Source: an optimization exercise on an open RTL-to-GDS flow (aim: small area, a short achievable clock period and few clock cycles per item). Production flows keep margins and buffers that such runs may drop.
At most, simulation tests tie the RTL to the original design; equivalence was not proved.
Power is estimated from default activity; no workload was simulated.

job 1222:
// mul256_op_seq
module mul256_op_seq #(
  parameter int TIMEOUT = 1023
) (
  input  logic              clk,
  input  logic              rst,
  input  logic              cmd_valid,
  output logic              cmd_ready,
  input  logic [mul256_pkg::ADDR_W-1:0] cmd_a,
  input  logic [mul256_pkg::ADDR_W-1:0] cmd_b,
  input  logic [mul256_pkg::ADDR_W-1:0] cmd_dst,
  output logic              busy,
  output logic              done,
  output logic              err,
  output logic              op_read,
  output logic [mul256_pkg::ADDR_W-1:0] op_raddr,
  input  logic [mul256_pkg::OP_W-1:0]   op_rdata,
  output logic              op_write,
  output logic [mul256_pkg::ADDR_W-1:0] op_waddr,
  output logic [mul256_pkg::OP_W-1:0]   op_wdata,
  input  logic              op_wready,
  output logic              mul_start,
  output logic [mul256_pkg::OP_W-1:0]   mul_a,
  output logic [mul256_pkg::OP_W-1:0]   mul_b,
  input  logic              mul_done,
  input  logic [mul256_pkg::PROD_W-1:0] mul_p
);
Settings: LEC_CHECK=0, ABC_AREA=1, CAP_MARGIN=20, CORE_AREA=10 10 590 590, DIE_AREA=0 0 600 600, SETUP_SLACK_MARGIN=1.5, SLEW_MARGIN=20; clock period 4.5 ns.
standard.sh (not shown) runs the stock make flow with config.mk's settings and CLKGATE_MAP_FILE= SYNTH_SCRIPT=/design/flow/synth_recipe.tcl, a recipe that flattens the netlist after the stock synthesis.
==> flow/flow/run.sh <==
#!/bin/bash
# Standard layout, except that the port buffers are the smallest buffer cell
# instead of the clock-delay cell buffer_ports picks by default.
set -euo pipefail
export BUFFER_PORTS_ARGS="-buffer_cell sky130_fd_sc_hd__buf_1"
bash standard.sh > standard_flow.log 2>&1
Here is what was changed in the inputs of job 9330 compared with job 1222.
- SETUP_SLACK_MARGIN removed (was 1.5)
- ABC_AREA removed (was 1)
Notes after the runs:
Job 9330: done, clean on timing, DRC and antenna
Going from job 1222 to job 9330, the non-clock buffer area fraction after layout was found to have gone down by 8.0 points.
Max logic depth of the worst setup path including buffers across job 9330 and job 1222: job 1222
Total power of job 9330 is lower than that of job 1222.
Summary: worst setup slack after layout, job 9330 worse than job 1222
The number of buffers added by the clock tree synthesis step of job 9330 exceeds that of job 1222 by about 2.4%.
Diff job 1222 -> job 9330 | fmax | down by more than 10%
Between job 9330 and job 1222, the adder and majority gate portion of the synthesized area does not differ in any meaningful way.
Job 9330 vs job 1222: post-route clock period utilization up in job 9330
Against job 1222 as the reference, job 9330 delivers a lower leakage power.
Edits applied to the flow inputs when going from job 9330 to job 2762:
- SETUP_SLACK_MARGIN: unset -> 1.5
==> summary.txt <==
- Both conditions hold for job 2762: the flow ran to the end and the final layout passed the timing, DRC and antenna checks.
- Setup slack: job 2762 more than job 9330
- Job 2762 vs. job 9330: share of total power in the clock network went up by 0.8 points.
- Delta (job 2762 minus job 9330): critical-path maximum fanout went down 39, worst hold slack shows a reduction of 16 ps, CTS clock-pin slew for the worst setup and hold paths about even, non-clock buffer total of the final layout moved up, met1 usage rose 2.7 points.
[inputs] job 9090 vs job 2762
- setting CTS_BUF_LIST to sky130_fd_sc_hd__clkbuf_8 for the first time
Proportion of cell area occupied by registers was higher in the run labelled job 2762.
CTS buffer count in job 9090 vs job 2762: up 51
Post-route setup TNS of job 9090 is on par with job 2762.
Job 9090 vs job 2762, destination of the critical timing path: op_wdata[239] vs op_wdata[237]
There was hardly any difference in sequential power between job 9090 and job 2762.
Portion of total power attributed to the clock network is lower on job 9090
Job 9090 vs job 2762, internal power summed over all cells went down by 4.4%.
met3 capacity usage during global routing in job 9090 is 1.2 points below job 2762.
Relative to job 2762, final period utilization has increased by 1.5 points in job 9090.
The global-route wire length before repair of job 9090 exceeds that of job 2762 by 6.0 mm.
In the flow results for job 9090 and job 2762, the transition time at the pin with the least slew margin is smaller on job 2762.
No run of this note included a check of the RTL's function; only the layout flow was run.

mul256_op_seq, a different RTL version from the one above (not shown whole).
For scale: about 670 flip-flops, about 1,600 I/O pins, ~0.030 sq mm of cells after synthesis.
export LEC_CHECK = 0
export ABC_CLOCK_PERIOD_IN_PS = 2000
export CAP_MARGIN = 20
export CORE_AREA = 10 10 590 590
export DIE_AREA = 0 0 600 600
export SETUP_SLACK_MARGIN = 2.0
export SLEW_MARGIN = 20
export SYNTH_HIERARCHICAL = 1
export SYNTH_MINIMUM_KEEP_SIZE = 0
create_clock -name core_clock -period 4.5 [get_ports {clk}]
==> flow/flow/run.sh <==
#!/bin/bash
# Standard layout, except that
#  - the port buffers are the smallest buffer cell instead of the
#    clock-delay cell buffer_ports picks by default;
#  - each bit's data pins are placed next to each other (flow/pins.tcl).
#  - clock tree synthesis adds no dummy loads.
set -euo pipefail
export BUFFER_PORTS_ARGS="-buffer_cell sky130_fd_sc_hd__buf_1"
export PRE_IO_PLACEMENT_TCL="$PWD/flow/pins.tcl"
export CTS_ARGS="-sink_clustering_enable -repair_clock_nets -dont_use_dummy_load"
bash standard.sh > standard_flow.log 2>&1
==> flow/flow/pins.tcl <==
for {set i 0} {$i < 260} {incr i} {
  set hi [expr {$i + 260}]
  set_io_pin_constraint -group -order -pin_names [list \
    "mul_b\[$i\]" "op_rdata\[$i\]" "mul_a\[$i\]" \
    "mul_p\[$i\]" "op_wdata\[$i\]" "mul_p\[$hi\]"]
}
The first run completed with no timing, DRC or antenna violations.
Testbench counts at the start, summed over its fixed seeds: cycles 13,465, items 1,600.
Then changed:
--- a/flow/flow/run.sh
+++ b/flow/flow/run.sh
@@ -10 +10 @@
-export CTS_ARGS="-sink_clustering_enable -repair_clock_nets -dont_use_dummy_load"
+export CTS_ARGS="-sink_clustering_enable -repair_clock_nets -dont_use_dummy_load -sink_clustering_size 20 -sink_clustering_max_diameter 60"
Settings changed: ABC_CLOCK_PERIOD_IN_PS 2000 to unset, PLACE_DENSITY set to 0.7, SETUP_SLACK_MARGIN 2.0 to 2.1.
Effect: The changed run completed without violations. Cell area went down slightly. Via count rises slightly. Power falls by a little under a tenth. Worst setup slack gains 0.045 ns. Routed wire length went down by a few percent.
Then changed:
--- a/flow/flow/run.sh
+++ b/flow/flow/run.sh
@@ -10 +10 @@
-export CTS_ARGS="-sink_clustering_enable -repair_clock_nets -dont_use_dummy_load -sink_clustering_size 20 -sink_clustering_max_diameter 60"
+export CTS_ARGS="-sink_clustering_enable -repair_clock_nets -dont_use_dummy_load"
Settings changed: PLACE_DENSITY 0.7 to 0.8, SETUP_SLACK_MARGIN 2.1 to 2.0.
What happened: The new run ran to the end with no violations; routed wire length climbs by 0.74%; maximum frequency stays flat; synthesized cell count does not change.
Then changed:
--- a/flow/flow/run.sh
+++ b/flow/flow/run.sh
@@ -10 +10 @@
-export CTS_ARGS="-sink_clustering_enable -repair_clock_nets -dont_use_dummy_load"
+export CTS_ARGS="-sink_clustering_enable -repair_clock_nets -dont_use_dummy_load -sink_clustering_size 12 -sink_clustering_max_diameter 40"
=>
- power grows by 12%
- sequential share of layout area shrinks by 0.91 points
- cell area grows by 2.2%
- area after synthesis does not change
- sequential cell count does not change
- wire length grows by 0.68%

The RTL this note starts from:
==> flow/design.v <==
package mul256_pkg;
  localparam int OP_W   = 260;
  localparam int PROD_W = 520;
  localparam int ADDR_W = 6;
endpackage
module mul256_op_seq #(
  parameter int TIMEOUT = 1023
) (
  input  logic              clk,
  input  logic              rst,
  input  logic              cmd_valid,
  output logic              cmd_ready,
  input  logic [mul256_pkg::ADDR_W-1:0] cmd_a,
  input  logic [mul256_pkg::ADDR_W-1:0] cmd_b,
  input  logic [mul256_pkg::ADDR_W-1:0] cmd_dst,
  output logic              busy,
  output logic              done,
  output logic              err,
  output logic              op_read,
  output logic [mul256_pkg::ADDR_W-1:0] op_raddr,
  input  logic [mul256_pkg::OP_W-1:0]   op_rdata,
  output logic              op_write,
  output logic [mul256_pkg::ADDR_W-1:0] op_waddr,
  output logic [mul256_pkg::OP_W-1:0]   op_wdata,
  input  logic              op_wready,
  output logic              mul_start,
  output logic [mul256_pkg::OP_W-1:0]   mul_a,
  output logic [mul256_pkg::OP_W-1:0]   mul_b,
  input  logic              mul_done,
  input  logic [mul256_pkg::PROD_W-1:0] mul_p
);
  localparam int OW    = mul256_pkg::OP_W;
  localparam int AW    = mul256_pkg::ADDR_W;
  localparam int CNT_W = $clog2(TIMEOUT + 1);
  logic            jw_q, jw_n;    
  logic            jl_q, jl_n;    
  logic            jh_q, jh_n;    
  logic            jx_q, jx_n;    
  logic [AW-1:0]   jdst_q, jdst_n, jdst1_q, jdst1_n;
  logic [CNT_W-1:0] cnt_q, cnt_n;
  logic            nv_q, nv_n;
  logic [AW-1:0]   na_q, na_n, nb_q, nb_n, ndst_q, ndst_n;
  logic            pa_q, pa_n;    
  logic            ra_q, ra_n;    
  logic            rb_q, rb_n;    
  logic            fa_i_q, fb_i_q;   
  logic            fa_w_q;           
  logic            fa_h_q;           
  logic            fb_h_q;           
  logic            fhw_q;            
  logic            fd_q;             
  logic            fs_i_q, fs_h_q;   
  logic            tmo_q;            
  logic            busy_q;
  logic [AW-1:0]   raddr_q, waddr_q;
  logic [OW-1:0]   ra_reg, rh_reg;
  localparam int NSL = 10;
  localparam int SLW = OW / NSL;
  logic [NSL-1:0]  selw_q, sell_q;
  logic            accept, start, w_done, lo_stall, hi_ok;
  logic            need_a, have_a, hzw, hzh, hzbh, fa_h_n, fb_h_n;
  assign w_done    = jw_q && mul_done;
  assign lo_stall  = w_done && !op_wready;
  assign hi_ok     = fd_q && op_wready;                
  assign start     = fs_i_q || (fs_h_q && op_wready);
  assign cmd_ready = !nv_q || start;
  assign accept    = cmd_valid && cmd_ready;
  assign done      = hi_ok;
  assign err       = tmo_q && !mul_done;
  assign busy      = busy_q;
  assign mul_start = start;
  assign op_write  = w_done || jl_q || (fhw_q && !(fb_h_q && op_wready));
  assign op_read   = fa_i_q || fb_i_q || (fa_w_q && !mul_done) || fa_h_q ||
                     (fb_h_q && op_wready);
  assign op_raddr  = raddr_q;
  assign op_waddr  = waddr_q;
  for (genvar g = 0; g < NSL; g++) begin : g_wd
    mul256_op_seq_bit u_selw (.clk(clk), .d(!rst && jw_n), .q(selw_q[g]));
    mul256_op_seq_bit u_sell (.clk(clk), .d(!rst && jl_n), .q(sell_q[g]));
    assign op_wdata[g*SLW +: SLW] = selw_q[g] ? mul_p[g*SLW +: SLW] :
                                    (sell_q[g] ? ra_reg[g*SLW +: SLW] : rh_reg[g*SLW +: SLW]);
  end
  assign mul_a     = ra_reg;
  assign mul_b     = op_rdata;
  always_comb begin
    jw_n = (jw_q && !mul_done && !tmo_q) || start;
    jl_n = (jl_q || w_done) && !op_wready;
    jh_n = (jh_q && !hi_ok) || ((jl_q || w_done) && op_wready);
    jx_n = fhw_q && !op_wready;
    jdst_n  = start ? ndst_q : jdst_q;
    jdst1_n = start ? ndst_q + AW'(1) : jdst1_q;
    cnt_n   = start ? '0 : (jw_q ? cnt_q + CNT_W'(1) : cnt_q);
    nv_n   = (nv_q && !start) || accept;
    na_n   = accept ? cmd_a   : na_q;
    nb_n   = accept ? cmd_b   : nb_q;
    ndst_n = accept ? cmd_dst : ndst_q;
    pa_n   = !start && !lo_stall && (pa_q || ra_q);
    ra_n   = fa_i_q || (fa_w_q && !mul_done) || fa_h_q;
    rb_n   = fb_i_q || (fb_h_q && op_wready);
    need_a = nv_n && !pa_n && !ra_n;
    have_a = nv_n && (pa_n || ra_n);
    hzw    = (na_n == jdst_n) || (na_n == jdst1_n);
    hzh    = (na_n == jdst1_n);
    hzbh   = (nb_n == jdst1_n);
    fa_h_n = jh_n && !jx_n && need_a && !hzh;
    fb_h_n = jh_n && !jx_n && !(need_a && !hzh) && have_a && !rb_n && !hzbh;
  end
  always_ff @(posedge clk) begin
    if (rst) begin
      jw_q   <= 1'b0;
      jl_q   <= 1'b0;
      jh_q   <= 1'b0;
      jx_q   <= 1'b0;
      nv_q   <= 1'b0;
      pa_q   <= 1'b0;
      ra_q   <= 1'b0;
      rb_q   <= 1'b0;
      fa_i_q <= 1'b0;
      fb_i_q <= 1'b0;
      fa_w_q <= 1'b0;
      fa_h_q <= 1'b0;
      fb_h_q <= 1'b0;
      fhw_q  <= 1'b0;
      fd_q   <= 1'b0;
      fs_i_q <= 1'b0;
      fs_h_q <= 1'b0;
      tmo_q  <= 1'b0;
      busy_q <= 1'b0;
    end else begin
      jw_q   <= jw_n;
      jl_q   <= jl_n;
      jh_q   <= jh_n;
      jx_q   <= jx_n;
      nv_q   <= nv_n;
      pa_q   <= pa_n;
      ra_q   <= ra_n;
      rb_q   <= rb_n;
      fa_i_q <= !(jw_n || jl_n || jh_n) && need_a;
      fb_i_q <= !(jw_n || jl_n || jh_n) && have_a && !rb_n;
      fa_w_q <= jw_n && need_a && !hzw;
      fa_h_q <= fa_h_n;
      fb_h_q <= fb_h_n;
      fhw_q  <= jh_n && !fa_h_n;
      fd_q   <= jh_n && !fa_h_n && !fb_h_n;
      fs_i_q <= !(jw_n || jl_n || jh_n) && nv_n && pa_n && rb_n;
      fs_h_q <= jh_n && nv_n && pa_n && rb_n;
      tmo_q  <= jw_n && !start && (cnt_n == CNT_W'(TIMEOUT));
      busy_q <= nv_n || jw_n || jl_n || jh_n;
    end
  end
  always_ff @(posedge clk) begin
    jdst_q  <= jdst_n;
    jdst1_q <= jdst1_n;
    cnt_q   <= cnt_n;
    na_q    <= na_n;
    nb_q    <= nb_n;
    ndst_q  <= ndst_n;
    raddr_q <= (fb_h_n || (!(jw_n || jl_n || jh_n) && have_a)) ? nb_n : na_n;
    waddr_q <= jh_n ? jdst1_n : jdst_n;
  end
  always_ff @(posedge clk) begin
    if (lo_stall)  ra_reg <= mul_p[OW-1:0];
    else if (ra_q) ra_reg <= op_rdata;
  end
  always_ff @(posedge clk) begin
    if (jw_q) rh_reg <= mul_p[2*OW-1:OW];
  end
endmodule
module mul256_op_seq_bit (
  input  logic clk,
  input  logic d,
  output logic q
);
  always_ff @(posedge clk) q <= d;
endmodule
Settings: LEC_CHECK=0, CAP_MARGIN=20, CORE_AREA=10 10 590 590, DIE_AREA=0 0 600 600, SETUP_SLACK_MARGIN=2.0, SLEW_MARGIN=20, SYNTH_HIERARCHICAL=1, SYNTH_MINIMUM_KEEP_SIZE=0; clock period 4.5 ns.
==> flow/flow/run.sh <==
#!/bin/bash
# Standard layout, except that the port buffers are the smallest buffer cell
# instead of the clock-delay cell buffer_ports picks by default.
set -euo pipefail
export BUFFER_PORTS_ARGS="-buffer_cell sky130_fd_sc_hd__buf_1"
bash standard.sh > standard_flow.log 2>&1
Testbench counts at the start, summed over its fixed seeds: cycles 13,465, items 1,600.
Rerun with:
SETUP_SLACK_MARGIN = 1.5   (was 2.0)
Cell count is lower by 1.5%.
Power shrinks by about 0.8%.
Routed wire length decreases by about 1.7%.
Clock skew hardly moves.
Setup slack improves by 0.064 ns.
Count of clock-buffer cells in the layout stays the same.
Cell area decreases by about 7%.
Die area stays the same.

== build 80 ==
RTL: one of the versions met above, not the one the previous note started from.
Size in the first run: ~2300 cells after synthesis, ~1600 I/O pins.
==> flow/config.mk <==
export PLATFORM = sky130hd
export DESIGN_NAME = mul256_op_seq
export DESIGN_NICKNAME = mul256_op_seq
export VERILOG_FILES = /design/flow/design.v
export SDC_FILE = /design/flow/constraint.sdc
export NUM_CORES = 4
export LEC_CHECK = 0
export CAP_MARGIN = 20
export CORE_AREA = 10 10 590 590
export DIE_AREA = 0 0 600 600
export SETUP_SLACK_MARGIN = 2.0
export SLEW_MARGIN = 20
export SYNTH_HIERARCHICAL = 1
export SYNTH_MINIMUM_KEEP_SIZE = 0
==> flow/constraint.sdc <==
create_clock -name core_clock -period 4.5 [get_ports {clk}]
set_input_delay 0.9000 -clock core_clock [delete_from_list [all_inputs] [get_ports {clk}]]
set_output_delay 0.9000 -clock core_clock [all_outputs]
set_load 0.01 [all_outputs]
==> flow/flow/run.sh <==
#!/bin/bash
# Standard layout, except that
#  - the port buffers are the smallest buffer cell instead of the
#    clock-delay cell buffer_ports picks by default;
#  - each bit's data pins are placed next to each other (flow/pins.tcl).
#  - clock tree synthesis adds no dummy loads.
set -euo pipefail
export BUFFER_PORTS_ARGS="-buffer_cell sky130_fd_sc_hd__buf_1"
export PRE_IO_PLACEMENT_TCL="$PWD/flow/pins.tcl"
export CTS_ARGS="-sink_clustering_enable -repair_clock_nets -dont_use_dummy_load"
bash standard.sh > standard_flow.log 2>&1
Scripts as last shown in full above: flow/flow/pins.tcl
Testbench counts of build 80, summed over its fixed seeds: cycles 13,465, items 1,600.
> inputs changed (build 80 -> build 54)
# build 80
export LEC_CHECK = 0
export CAP_MARGIN = 20
export CORE_AREA = 10 10 590 590
export DIE_AREA = 0 0 600 600
export SETUP_SLACK_MARGIN = 2.0
export SLEW_MARGIN = 20
export SYNTH_HIERARCHICAL = 1
export SYNTH_MINIMUM_KEEP_SIZE = 0
create_clock -name core_clock -period 4.5 [get_ports {clk}]
# build 54
export LEC_CHECK = 0
export CAP_MARGIN = 20
export CORE_AREA = 10 10 590 590
export DIE_AREA = 0 0 600 600
export PLACE_DENSITY = 0.7
export SETUP_SLACK_MARGIN = 1.9
export SLEW_MARGIN = 20
export SYNTH_HIERARCHICAL = 1
export SYNTH_MINIMUM_KEEP_SIZE = 0
create_clock -name core_clock -period 4.5 [get_ports {clk}]
--- a/flow/flow/run.sh
+++ b/flow/flow/run.sh
@@ -8,4 +8,4 @@
 export BUFFER_PORTS_ARGS="-buffer_cell sky130_fd_sc_hd__buf_1"
 export PRE_IO_PLACEMENT_TCL="$PWD/flow/pins.tcl"
-export CTS_ARGS="-sink_clustering_enable -repair_clock_nets -dont_use_dummy_load"
+export CTS_ARGS="-sink_clustering_enable -repair_clock_nets -dont_use_dummy_load -sink_clustering_size 20 -sink_clustering_max_diameter 60"
 bash standard.sh > standard_flow.log 2>&1
[summary]
Synthesis-to-layout area growth came out lower on build 54 than on build 80. Looking at build 80 and build 54, the sequential power is a wash. Build 54 vs build 80: detail-routed via count per cell up slightly. Global-route wire length before repair, build 80 and build 54: larger value in build 80. Build 80 -> build 54: post-detailed-placement cell area flat. Comparing build 80 and build 54, routability congestion estimate is lower on build 80. Build 54: register share of total power 4.9 points above build 80. Routed wire length in build 54 vs build 80: down about 6%. Diff build 80 -> build 54 | power | down by a little under 10%.
diff inputs: build 54 => build 56
# build 54
export LEC_CHECK = 0
export CAP_MARGIN = 20
export CORE_AREA = 10 10 590 590
export DIE_AREA = 0 0 600 600
export PLACE_DENSITY = 0.7
export SETUP_SLACK_MARGIN = 1.9
export SLEW_MARGIN = 20
export SYNTH_HIERARCHICAL = 1
export SYNTH_MINIMUM_KEEP_SIZE = 0
create_clock -name core_clock -period 4.5 [get_ports {clk}]
# build 56
export LEC_CHECK = 0
export CAP_MARGIN = 20
export CORE_AREA = 10 10 590 590
export DIE_AREA = 0 0 600 600
export PLACE_DENSITY = 0.8
export SETUP_SLACK_MARGIN = 2.0
export SLEW_MARGIN = 20
export SYNTH_HIERARCHICAL = 1
export SYNTH_MINIMUM_KEEP_SIZE = 0
create_clock -name core_clock -period 4.5 [get_ports {clk}]
--- outcome ---
The run showing the smaller area of combinational cells with multiple inputs is build 54.
Total power: build 56 above build 54
In the tables for build 54 and build 56, area added between synthesis and finish reads higher with build 56.
Final area: build 56 vs build 54 up 1.1%
Build 56 has more setup slack than build 54.
Clock skew after layout in build 56 is 4.8 ps below build 54.
Sort build 54 and build 56 by detailed-placement wirelength estimate, descending, and build 56 comes first.
[build 56] post-cts resize count rose 61 relative to build 54
The maximum achievable frequency was comparable across build 54 and build 56.
Comparing global-route wire length before repair for build 54 and build 56, the smaller number came from build 54.
Build 56 | stages: all done | timing, DRC, antenna: all pass
Of build 54 and build 56, build 56 shows the higher number of nets in the layout, with build 54 below it.
Here is what was changed in the inputs of build 77 compared with build 56.
# build 56
export LEC_CHECK = 0
export CAP_MARGIN = 20
export CORE_AREA = 10 10 590 590
export DIE_AREA = 0 0 600 600
export PLACE_DENSITY = 0.8
export SETUP_SLACK_MARGIN = 2.0
export SLEW_MARGIN = 20
export SYNTH_HIERARCHICAL = 1
export SYNTH_MINIMUM_KEEP_SIZE = 0
create_clock -name core_clock -period 4.5 [get_ports {clk}]
# build 77
export LEC_CHECK = 0
export CAP_MARGIN = 20
export CORE_AREA = 10 10 590 590
export DIE_AREA = 0 0 600 600
export PLACE_DENSITY = 0.75
export SETUP_SLACK_MARGIN = 1.9
export SLEW_MARGIN = 20
export SYNTH_HIERARCHICAL = 1
export SYNTH_MINIMUM_KEEP_SIZE = 0
create_clock -name core_clock -period 4.5 [get_ports {clk}]
## What came out
- Quantity of gates resized following cts down 61 in build 77 wrt build 56
- On relative area change from synthesis to final layout, build 56 and build 77 are neck and neck.
- Going from build 56 to build 77, met3 track utilization from global routing roughly the same; total power higher.
- Worst setup slack delta for build 77 relative to build 56: 55 ps lower
- Build 77: CTS buffer count 11 above build 56

afterwards: timing with drivers on the ports:
Ports are ideal in the flow. The routed layouts listed here were re-timed in OpenROAD. Step 1, drivers: a clkbuf_16 drives clk and a buf_2 each remaining input, both assumed. Step 2 adds t to the input delays and takes it off the output delays; t is the mean of the earliest and latest rising clock arrival at the registers after step 1. Input paths then give back, and output paths get back, about the clock's delay inside the block. Three values: no drivers, after step 1, after step 2; two values: the first two.
run	t, ns	slack for setup (ns)	latest minus earliest clock arrival (ns)
job 1222	0.873	0.961 / 0.875 / 1.310	0.075 / 0.075
job 9330	0.876	0.320 / 0.237 / 0.936	0.081 / 0.080
job 2762	0.885	1.140 / 1.060 / 0.782	0.070 / 0.070
job 9090	1.012	1.072 / 0.991 / 0.779	0.079 / 0.079
the first run of note 2	0.824	1.823 / 1.730 / 1.278	0.074 / 0.074
the second run of note 2	0.779	1.868 / 1.777 / 1.251	0.112 / 0.111
the third run of note 2	0.828	1.872 / 1.672 / 1.172	0.093 / 0.093
the fourth run of note 2	0.868	1.830 / 1.621 / 1.241	0.087 / 0.086
the first run of note 3	0.865	1.432 / 1.351 / 1.287	0.048 / 0.048
the second run of note 3	0.861	1.496 / 1.416 / 1.100	0.049 / 0.049
build 80	0.824	1.823 / 1.730 / 1.278	0.074 / 0.074
build 54	0.779	1.863 / 1.772 / 1.199	0.109 / 0.109
build 56	0.785	1.869 / 1.673 / 1.231	0.104 / 0.104
build 77	0.809	1.814 / 1.722 / 1.217	0.099 / 0.099
After both steps every run listed still meets setup and hold. For the third run of note 2, which loses most, drivers alone change the setup slack by -0.200 ns; drivers and shift together by -0.700 ns.
